Source: an optimization exercise on an open RTL-to-GDS flow (aim: small area). Production flows keep margins and buffers that such runs may drop.
RTL that was checked went through simulation tests only; none was proved equivalent to the original.
No activity file was given, so power comes from the tool's default toggle rates. The clock port is modelled as an ideal driver; clocking choices that lean on that would not hold on a real chip.

Setup of run 3:
==> module decode_issue_queue, before the edit <==
module decode_issue_queue #(
  parameter int DEPTH = 8
) (
  input  logic        clk,
  input  logic        resetn,
  input  logic        flush,
  input  logic [1:0]  in_en,
  input  logic [63:0] in_instr,
  input  logic [63:0] in_pcplus4,
  input  logic [1:0]  in_exc,
  input  logic [1:0]  in_pred,
  output logic        in_ready,
  output logic [1:0]  out_valid,
  output logic [63:0] out_instr,
  output logic [63:0] out_pcplus4,
  output logic [1:0]  out_exc,
  output logic [1:0]  out_pred,
  input  logic        out_ready
);
  localparam int PW = $clog2(DEPTH);
  localparam int CW = PW + 1;
  localparam int RW = PW - 1;       
  localparam int NR = DEPTH / 2;    
  localparam int EW = 66;           
  typedef struct packed {
    logic [31:0] instr;
    logic [31:0] pc4;
    logic        exc;
    logic        pred;
  } entry_t;
  logic [PW-1:0] r_tail;
  logic          r_h0;                   
  logic [NR-1:0] r_hsel_ev, r_hsel_od;    
  logic [CW-1:0] r_count;
  entry_t        w_in0, w_in1, w_din_ev, w_din_od;
  entry_t        w_rd_ev, w_rd_od;
  entry_t        w_e0, w_e1;
  logic [CW-1:0] w_npush, w_npop;
  logic          w_ge1, w_ge2, w_br0, w_push;
  logic [RW-1:0] w_trow, w_trow1;
  function automatic logic f_br(input logic [5:0] op, input logic [5:0] fn);
    f_br = (op >= 6'h01 && op <= 6'h07) || (op == 6'h00 && (fn == 6'h08 || fn == 6'h09));
  endfunction
  assign w_in0 = {in_instr[31:0],  in_pcplus4[31:0],  in_exc[0], in_pred[0]};
  assign w_in1 = {in_instr[63:32], in_pcplus4[63:32], in_exc[1], in_pred[1]};
  assign w_din_ev = r_tail[0] ? w_in1 : w_in0;
  assign w_din_od = r_tail[0] ? w_in0 : w_in1;
  assign w_trow   = r_tail[PW-1:1];
  assign w_trow1  = r_tail[PW-1:1] + RW'(1);
  assign w_push   = in_ready;
  logic [NR*EW-1:0] w_ev, w_od;
  for (genvar r = 0; r < NR; r++) begin : g_row
    entry_t r_ev, r_od;
    logic   w_we_ev, w_we_od;
    assign w_we_ev = w_push && (r_tail[0] ? (in_en[1] && w_trow1 == RW'(r))
                                          : (in_en[0] && w_trow  == RW'(r)));
    assign w_we_od = w_push && w_trow == RW'(r) && (r_tail[0] ? in_en[0] : in_en[1]);
    always_ff @(posedge clk) begin
      if (w_we_ev) r_ev <= w_din_ev;
      if (w_we_od) r_od <= w_din_od;
    end
    assign w_ev[r * EW +: EW] = r_ev;
    assign w_od[r * EW +: EW] = r_od;
  end
  always_comb begin
    w_rd_ev = '0;
    w_rd_od = '0;
    for (int r = 0; r < NR; r++) begin
      w_rd_ev = w_rd_ev | (w_ev[r * EW +: EW] & {EW{r_hsel_ev[r]}});
      w_rd_od = w_rd_od | (w_od[r * EW +: EW] & {EW{r_hsel_od[r]}});
    end
  end
  assign w_e0      = (r_h0 ? w_rd_od : w_rd_ev);
  assign w_e1      = (r_h0 ? w_rd_ev : w_rd_od);
  assign w_ge1    = (r_count != '0);
  assign w_ge2    = (r_count >= CW'(2));
  assign w_br0    = f_br(w_e0.instr[31:26], w_e0.instr[5:0]);
  assign in_ready = (r_count <= CW'(DEPTH - 2));
  function automatic logic f_ser(input logic [5:0] op, input logic [5:0] fn);
    f_ser = (op == 6'h10) || (op == 6'h00 && (fn == 6'h0C || fn == 6'h0D));
  endfunction
  function automatic logic f_md(input logic [5:0] op, input logic [5:0] fn);
    f_md = (op == 6'h00) && (fn[5:3] == 3'b011 || fn[5:2] == 4'b0100);
  endfunction
  function automatic logic [4:0] f_dest(input logic [5:0] op, input logic [4:0] rt,
                                        input logic [4:0] rd);
    logic [4:0] d;
    d = 5'd0;
    if (op == 6'h00)                                d = rd;
    else if (op == 6'h03)                           d = 5'd31;
    else if (op[5:3] == 3'b001 || op[5:3] == 3'b100) d = rt;
    else if (op == 6'h01 && rt[4])                  d = 5'd31;
    f_dest = d;
  endfunction
  function automatic logic f_rt_src(input logic [5:0] op);
    f_rt_src = (op == 6'h00) || (op == 6'h04) || (op == 6'h05) || (op[5:3] == 3'b101);
  endfunction
  logic [5:0] w_op0, w_op1, w_fn0, w_fn1;
  logic [4:0] w_dest0, w_rs1, w_rt1;
  logic       w_raw, w_exc, w_pair_ok;
  assign w_op0   = w_e0.instr[31:26];
  assign w_fn0   = w_e0.instr[5:0];
  assign w_op1   = w_e1.instr[31:26];
  assign w_fn1   = w_e1.instr[5:0];
  assign w_rs1   = w_e1.instr[25:21];
  assign w_rt1   = w_e1.instr[20:16];
  assign w_dest0 = f_dest(w_op0, w_e0.instr[20:16], w_e0.instr[15:11]);
  assign w_raw   = (w_dest0 != 5'd0) &&
                   (w_dest0 == w_rs1 || (f_rt_src(w_op1) && w_dest0 == w_rt1));
  assign w_exc   = w_e0.exc | w_e1.exc;
  always_comb begin
    w_pair_ok = 1'b1;
    if (w_br0)
      w_pair_ok = !(w_raw || w_exc);
    else if (f_br(w_op1, w_fn1) || (w_e0.instr[31] && w_e1.instr[31]) ||
             f_ser(w_op0, w_fn0) || f_ser(w_op1, w_fn1) ||
             (f_md(w_op0, w_fn0) && f_md(w_op1, w_fn1)) || w_raw || w_exc)
      w_pair_ok = 1'b0;
  end
  assign out_valid[1] = w_ge2 && w_pair_ok;
  assign out_valid[0] = w_br0 ? (w_ge2 && w_pair_ok) : w_ge1;
  assign w_npush = in_ready  ? (CW'(in_en[0]) + CW'(in_en[1]))         : '0;
  assign w_npop  = out_ready ? (CW'(out_valid[0]) + CW'(out_valid[1])) : '0;
  logic w_adv_ev, w_adv_od;
  assign w_adv_ev = w_npop[1] || (w_npop[0] && !r_h0);
  assign w_adv_od = w_npop[1] || (w_npop[0] && r_h0);
  always_ff @(posedge clk or negedge resetn) begin
    if (!resetn) begin
      r_h0      <= 1'b0;
      r_hsel_ev <= NR'(1);
      r_hsel_od <= NR'(1);
      r_tail    <= '0;
      r_count   <= '0;
    end else if (flush) begin
      r_h0      <= 1'b0;
      r_hsel_ev <= NR'(1);
      r_hsel_od <= NR'(1);
      r_tail    <= '0;
      r_count   <= '0;
    end else begin
      r_tail  <= r_tail + PW'(w_npush);
      r_h0    <= r_h0 ^ w_npop[0];
      if (w_adv_ev) r_hsel_ev <= {r_hsel_ev[NR-2:0], r_hsel_ev[NR-1]};
      if (w_adv_od) r_hsel_od <= {r_hsel_od[NR-2:0], r_hsel_od[NR-1]};
      r_count <= r_count + w_npush - w_npop;
    end
  end
  assign out_instr   = {w_e1.instr, w_e0.instr};
  assign out_pcplus4 = {w_e1.pc4, w_e0.pc4};
  assign out_exc     = {w_e1.exc, w_e0.exc};
  assign out_pred    = {w_e1.pred, w_e0.pred};
endmodule
export LEC_CHECK = 0
export CAP_MARGIN = 20
export CORE_MARGIN = 2
export CORE_UTILIZATION = 40
export SLEW_MARGIN = 20
create_clock -name core_clock -period 6.0 [get_ports {clk}]
standard.sh (not shown) runs the stock make flow with config.mk's settings and CLKGATE_MAP_FILE= SYNTH_SCRIPT=/design/flow/synth_recipe.tcl, a recipe that flattens the netlist after the stock synthesis.
==> flow/flow/run.sh <==
#!/bin/bash
# The standard layout (the standard.sh, standard synthesis unchanged) with two knobs:
# port buffers use the smallest buffer cell, and CTS uses larger sink clusters of small
# clock buffers, without dummy loads.
set -euo pipefail
export BUFFER_PORTS_ARGS="-buffer_cell sky130_fd_sc_hd__buf_1"
export CTS_ARGS="-sink_clustering_enable -repair_clock_nets -dont_use_dummy_load -sink_clustering_size 30 -sink_clustering_max_diameter 150 -buf_list {sky130_fd_sc_hd__clkbuf_8 sky130_fd_sc_hd__clkbuf_16}"
bash standard.sh finish > flow_make.log 2>&1
--- input diff run 3..run 1 ---
--- a/flow/design.v
+++ b/flow/design.v
@@ -56,8 +56,8 @@
                                           : (in_en[0] && w_trow  == RW'(r)));
     assign w_we_od = w_push && w_trow == RW'(r) && (r_tail[0] ? in_en[0] : in_en[1]);
     always_ff @(posedge clk) begin
-      if (w_we_ev) r_ev <= w_din_ev;
-      if (w_we_od) r_od <= w_din_od;
+      if (w_we_ev) r_ev <= ~w_din_ev;
+      if (w_we_od) r_od <= ~w_din_od;
     end
     assign w_ev[r * EW +: EW] = r_ev;
     assign w_od[r * EW +: EW] = r_od;
@@ -70,8 +70,8 @@
       w_rd_od = w_rd_od | (w_od[r * EW +: EW] & {EW{r_hsel_od[r]}});
     end
   end
-  assign w_e0      = (r_h0 ? w_rd_od : w_rd_ev);
-  assign w_e1      = (r_h0 ? w_rd_ev : w_rd_od);
+  assign w_e0      = ~(r_h0 ? w_rd_od : w_rd_ev);
+  assign w_e1      = ~(r_h0 ? w_rd_ev : w_rd_od);
   assign w_ge1    = (r_count != '0);
   assign w_ge2    = (r_count >= CW'(2));
   assign w_br0    = f_br(w_e0.instr[31:26], w_e0.instr[5:0]);
Run 1 went all the way through synthesis, placement and routing and the layout is clean on timing, DRC and antenna.
Number of diodes added for antenna fixing (higher): run 1
Buffer share of cell area essentially unchanged between run 3 and run 1.
Looking at run 1 and run 3, the final design area excluding fillers is a wash.
Sort run 1 and run 3 by final hold slack, descending, and run 1 comes first.
Sequential share of layout area: run 1 vs run 3, no meaningful difference
Looking at fraction of layout cells with a size suffix above 1 across run 1 and run 3, the one that comes out lower is run 1.
Diff run 3 -> run 1: largest net degree at the start of global routing shows a reduction of 7, final worst-path setup slack now larger.
Function not checked in run 3: the RTL went through the layout flow alone.

* * *

Another version of the RTL of decode_issue_queue (not shown whole).
For scale: ~540 flip-flops, ~270 I/O pins, ~23000 um^2 of cells after synthesis.
==> module decode_issue_queue, before the edit <==
module decode_issue_queue #(
  parameter int DEPTH = 8
) (
  input  logic        clk,
  input  logic        resetn,
  input  logic        flush,
  input  logic [1:0]  in_en,
  input  logic [63:0] in_instr,
  input  logic [63:0] in_pcplus4,
  input  logic [1:0]  in_exc,
  input  logic [1:0]  in_pred,
  output logic        in_ready,
  output logic [1:0]  out_valid,
  output logic [63:0] out_instr,
  output logic [63:0] out_pcplus4,
  output logic [1:0]  out_exc,
  output logic [1:0]  out_pred,
  input  logic        out_ready
);
  localparam int PW = $clog2(DEPTH);
  localparam int CW = PW + 1;
  localparam int RW = PW - 1;       
  localparam int NR = DEPTH / 2;    
  localparam int EW = 66;           
  typedef struct packed {
    logic [31:0] instr;
    logic [31:0] pc4;
    logic        exc;
    logic        pred;
  } entry_t;
  logic [PW-1:0] r_tail;
  logic          r_h0;                   
  logic [NR-1:0] r_hsel_od;               
  logic [NR-1:0] w_hsel_ev;               
  logic [CW-1:0] r_count;
  entry_t        w_in0, w_in1, w_din_ev, w_din_od;
  entry_t        w_rd_ev, w_rd_od;
  entry_t        w_e0, w_e1;
  logic [CW-1:0] w_npush, w_npop;
  logic          w_ge1, w_ge2, w_br0, w_push;
  logic [RW-1:0] w_trow, w_trow1;
  function automatic logic f_br(input logic [5:0] op, input logic [5:0] fn);
    f_br = (op >= 6'h01 && op <= 6'h07) || (op == 6'h00 && (fn == 6'h08 || fn == 6'h09));
  endfunction
  assign w_in0 = {in_instr[31:0],  in_pcplus4[31:0],  in_exc[0], in_pred[0]};
  assign w_in1 = {in_instr[63:32], in_pcplus4[63:32], in_exc[1], in_pred[1]};
  assign w_din_ev = r_tail[0] ? w_in1 : w_in0;
  assign w_din_od = r_tail[0] ? w_in0 : w_in1;
  assign w_trow   = r_tail[PW-1:1];
  assign w_trow1  = r_tail[PW-1:1] + RW'(1);
  assign w_push   = in_ready;
  logic [NR*EW-1:0] w_ev, w_od;
  for (genvar r = 0; r < NR; r++) begin : g_row
    entry_t r_ev, r_od;
    logic   w_we_ev, w_we_od;
    assign w_we_ev = w_push && (r_tail[0] ? (in_en[1] && w_trow1 == RW'(r))
                                          : (in_en[0] && w_trow  == RW'(r)));
    assign w_we_od = w_push && w_trow == RW'(r) && (r_tail[0] ? in_en[0] : in_en[1]);
    always_ff @(posedge clk) begin
      if (w_we_ev) r_ev <= ~w_din_ev;
      if (w_we_od) r_od <= ~w_din_od;
    end
    assign w_ev[r * EW +: EW] = r_ev;
    assign w_od[r * EW +: EW] = r_od;
  end
  assign w_hsel_ev = r_h0 ? {r_hsel_od[NR-2:0], r_hsel_od[NR-1]} : r_hsel_od;
  always_comb begin
    w_rd_ev = '0;
    w_rd_od = '0;
    for (int r = 0; r < NR; r++) begin
      w_rd_ev = w_rd_ev | (w_ev[r * EW +: EW] & {EW{w_hsel_ev[r]}});
      w_rd_od = w_rd_od | (w_od[r * EW +: EW] & {EW{r_hsel_od[r]}});
    end
  end
  assign w_e0      = ~(r_h0 ? w_rd_od : w_rd_ev);
  assign w_e1      = ~(r_h0 ? w_rd_ev : w_rd_od);
  assign w_ge1    = (r_count != '0);
  assign w_ge2    = (r_count >= CW'(2));
  assign w_br0    = f_br(w_e0.instr[31:26], w_e0.instr[5:0]);
  assign in_ready = (r_count <= CW'(DEPTH - 2));
  function automatic logic f_ser(input logic [5:0] op, input logic [5:0] fn);
    f_ser = (op == 6'h10) || (op == 6'h00 && (fn == 6'h0C || fn == 6'h0D));
  endfunction
  function automatic logic f_md(input logic [5:0] op, input logic [5:0] fn);
    f_md = (op == 6'h00) && (fn[5:3] == 3'b011 || fn[5:2] == 4'b0100);
  endfunction
  function automatic logic [4:0] f_dest(input logic [5:0] op, input logic [4:0] rt,
                                        input logic [4:0] rd);
    logic [4:0] d;
    d = 5'd0;
    if (op == 6'h00)                                d = rd;
    else if (op == 6'h03)                           d = 5'd31;
    else if (op[5:3] == 3'b001 || op[5:3] == 3'b100) d = rt;
    else if (op == 6'h01 && rt[4])                  d = 5'd31;
    f_dest = d;
  endfunction
  function automatic logic f_rt_src(input logic [5:0] op);
    f_rt_src = (op == 6'h00) || (op == 6'h04) || (op == 6'h05) || (op[5:3] == 3'b101);
  endfunction
  logic [5:0] w_op0, w_op1, w_fn0, w_fn1;
  logic [4:0] w_dest0, w_rs1, w_rt1;
  logic       w_raw, w_exc, w_pair_ok;
  assign w_op0   = w_e0.instr[31:26];
  assign w_fn0   = w_e0.instr[5:0];
  assign w_op1   = w_e1.instr[31:26];
  assign w_fn1   = w_e1.instr[5:0];
  assign w_rs1   = w_e1.instr[25:21];
  assign w_rt1   = w_e1.instr[20:16];
  assign w_dest0 = f_dest(w_op0, w_e0.instr[20:16], w_e0.instr[15:11]);
  assign w_raw   = (w_dest0 != 5'd0) &&
                   (w_dest0 == w_rs1 || (f_rt_src(w_op1) && w_dest0 == w_rt1));
  assign w_exc   = w_e0.exc | w_e1.exc;
  always_comb begin
    w_pair_ok = 1'b1;
    if (w_br0)
      w_pair_ok = !(w_raw || w_exc);
    else if (f_br(w_op1, w_fn1) || (w_e0.instr[31] && w_e1.instr[31]) ||
             f_ser(w_op0, w_fn0) || f_ser(w_op1, w_fn1) ||
             (f_md(w_op0, w_fn0) && f_md(w_op1, w_fn1)) || w_raw || w_exc)
      w_pair_ok = 1'b0;
  end
  assign out_valid[1] = w_ge2 && w_pair_ok;
  assign out_valid[0] = w_br0 ? (w_ge2 && w_pair_ok) : w_ge1;
  assign w_npush = in_ready  ? (CW'(in_en[0]) + CW'(in_en[1]))         : '0;
  assign w_npop  = out_ready ? (CW'(out_valid[0]) + CW'(out_valid[1])) : '0;
  logic w_adv_od;
  assign w_adv_od = w_npop[1] || (w_npop[0] && r_h0);
  always_ff @(posedge clk or negedge resetn) begin
    if (!resetn) begin
      r_h0      <= 1'b0;
      r_hsel_od <= NR'(1);
      r_tail    <= '0;
      r_count   <= '0;
    end else if (flush) begin
      r_h0      <= 1'b0;
      r_hsel_od <= NR'(1);
      r_tail    <= '0;
      r_count   <= '0;
    end else begin
      r_tail  <= r_tail + PW'(w_npush);
      r_h0    <= r_h0 ^ w_npop[0];
      if (w_adv_od) r_hsel_od <= {r_hsel_od[NR-2:0], r_hsel_od[NR-1]};
      r_count <= r_count + w_npush - w_npop;
    end
  end
  assign out_instr   = {w_e1.instr, w_e0.instr};
  assign out_pcplus4 = {w_e1.pc4, w_e0.pc4};
  assign out_exc     = {w_e1.exc, w_e0.exc};
  assign out_pred    = {w_e1.pred, w_e0.pred};
endmodule
==> flow/config.mk <==
export PLATFORM = sky130hd
export DESIGN_NAME = decode_issue_queue
export DESIGN_NICKNAME = decode_issue_queue
export VERILOG_FILES = /design/flow/design.v
export SDC_FILE = /design/flow/constraint.sdc
export NUM_CORES = 4
export LEC_CHECK = 0
export CAP_MARGIN = 20
export CORE_MARGIN = 2
export CORE_UTILIZATION = 40
export SLEW_MARGIN = 20
==> flow/constraint.sdc <==
create_clock -name core_clock -period 6.0 [get_ports {clk}]
set_input_delay 1.2000 -clock core_clock [delete_from_list [all_inputs] [get_ports {clk}]]
set_output_delay 1.2000 -clock core_clock [all_outputs]
set_load 0.01 [all_outputs]
Scripts as last shown in full above: flow/flow/run.sh
The baseline ran to the end with no violations.
Then changed:
--- a/flow/design.v
+++ b/flow/design.v
@@ -26,21 +26,18 @@
     logic [31:0] instr;
     logic [31:0] pc4;
     logic        exc;
     logic        pred;
   } entry_t;
-  logic [PW-1:0] r_tail;
-  logic          r_h0;                   
-  logic [NR-1:0] r_hsel_od;               
-  logic [NR-1:0] w_hsel_ev;               
+  logic [PW-1:0] r_head, r_tail;
   logic [CW-1:0] r_count;
   entry_t        w_in0, w_in1, w_din_ev, w_din_od;
   entry_t        w_rd_ev, w_rd_od;
   entry_t        w_e0, w_e1;
   logic [CW-1:0] w_npush, w_npop;
   logic          w_ge1, w_ge2, w_br0, w_push;
-  logic [RW-1:0] w_trow, w_trow1;
+  logic [RW-1:0] w_trow, w_trow1, w_hrow, w_hrow_ev;
   function automatic logic f_br(input logic [5:0] op, input logic [5:0] fn);
     f_br = (op >= 6'h01 && op <= 6'h07) || (op == 6'h00 && (fn == 6'h08 || fn == 6'h09));
   endfunction
   assign w_in0 = {in_instr[31:0],  in_pcplus4[31:0],  in_exc[0], in_pred[0]};
   assign w_in1 = {in_instr[63:32], in_pcplus4[63:32], in_exc[1], in_pred[1]};
@@ -61,21 +58,16 @@
       if (w_we_od) r_od <= ~w_din_od;
     end
     assign w_ev[r * EW +: EW] = r_ev;
     assign w_od[r * EW +: EW] = r_od;
   end
-  assign w_hsel_ev = r_h0 ? {r_hsel_od[NR-2:0], r_hsel_od[NR-1]} : r_hsel_od;
-  always_comb begin
-    w_rd_ev = '0;
-    w_rd_od = '0;
-    for (int r = 0; r < NR; r++) begin
-      w_rd_ev = w_rd_ev | (w_ev[r * EW +: EW] & {EW{w_hsel_ev[r]}});
-      w_rd_od = w_rd_od | (w_od[r * EW +: EW] & {EW{r_hsel_od[r]}});
-    end
-  end
-  assign w_e0      = ~(r_h0 ? w_rd_od : w_rd_ev);
-  assign w_e1      = ~(r_h0 ? w_rd_ev : w_rd_od);
+  assign w_hrow    = r_head[PW-1:1];
+  assign w_hrow_ev = r_head[PW-1:1] + RW'(r_head[0]);
+  assign w_rd_ev   = w_ev[w_hrow_ev * EW +: EW];
+  assign w_rd_od   = w_od[w_hrow * EW +: EW];
+  assign w_e0      = ~(r_head[0] ? w_rd_od : w_rd_ev);
+  assign w_e1      = ~(r_head[0] ? w_rd_ev : w_rd_od);
   assign w_ge1    = (r_count != '0);
   assign w_ge2    = (r_count >= CW'(2));
   assign w_br0    = f_br(w_e0.instr[31:26], w_e0.instr[5:0]);
   assign in_ready = (r_count <= CW'(DEPTH - 2));
   function automatic logic f_ser(input logic [5:0] op, input logic [5:0] fn);
@@ -121,27 +113,22 @@
   end
   assign out_valid[1] = w_ge2 && w_pair_ok;
   assign out_valid[0] = w_br0 ? (w_ge2 && w_pair_ok) : w_ge1;
   assign w_npush = in_ready  ? (CW'(in_en[0]) + CW'(in_en[1]))         : '0;
   assign w_npop  = out_ready ? (CW'(out_valid[0]) + CW'(out_valid[1])) : '0;
-  logic w_adv_od;
-  assign w_adv_od = w_npop[1] || (w_npop[0] && r_h0);
   always_ff @(posedge clk or negedge resetn) begin
     if (!resetn) begin
-      r_h0      <= 1'b0;
-      r_hsel_od <= NR'(1);
-      r_tail    <= '0;
-      r_count   <= '0;
+      r_head  <= '0;
+      r_tail  <= '0;
+      r_count <= '0;
     end else if (flush) begin
-      r_h0      <= 1'b0;
-      r_hsel_od <= NR'(1);
-      r_tail    <= '0;
-      r_count   <= '0;
+      r_head  <= '0;
+      r_tail  <= '0;
+      r_count <= '0;
     end else begin
       r_tail  <= r_tail + PW'(w_npush);
-      r_h0    <= r_h0 ^ w_npop[0];
-      if (w_adv_od) r_hsel_od <= {r_hsel_od[NR-2:0], r_hsel_od[NR-1]};
+      r_head  <= r_head + PW'(w_npop);
       r_count <= r_count + w_npush - w_npop;
     end
   end
   assign out_instr   = {w_e1.instr, w_e0.instr};
   assign out_pcplus4 = {w_e1.pc4, w_e0.pc4};
After rerunning: The changed run completed without violations. Global-route usage decreases by 3.1 points. Utilization increases by 0.27 points. Combinational power increases by 11%. Cell area increases by 0.41%. Clock skew is about the same. Clock-buffer cell count does not change. Power increases by about 4%. First-iteration DRC count decreases by 47%. Fmax decreases by 3.3%. Hold slack loses 0.039 ns. Non-clock buffer count decreases by 11. Setup slack loses 0.19 ns.
No functional check of the RTL was part of any run of this note.

## separate check: timing with driven ports
The results above use ideal ports. As a check the final layouts listed here were re-extracted and re-timed, cells and wires unchanged. Step 1 sets driving cells, clkbuf_16 on the clock port and buf_2 on the other inputs (assumed; they add their load-dependent delay and slew). Step 2 moves the port delays by t, midway between the first and last clock arrival at a register: inputs arrive t later, outputs are due t later. That takes back most of the time a late clock gives input paths. Slacks: ideal / step 1 / step 2; pairs: ideal / step 1.
run	t (ns)	setup WS [ns]	worst setup path after step 2	latest minus earliest clock arrival (ns)	worst data-port slew with drivers (ns)
run 3	0.596	0.388 / 0.329 / 0.529	register to register	0.074 / 0.074	0.09
run 1	0.605	0.605 / 0.546 / 0.668	register to register	0.071 / 0.071	0.11
the first run of note 2	0.617	0.613 / 0.556 / 0.739	register to register	0.031 / 0.031	0.11
the second run of note 2	0.615	0.426 / 0.367 / 0.509	register to register	0.032 / 0.033	0.09
After both steps setup and hold are still met in every run listed.
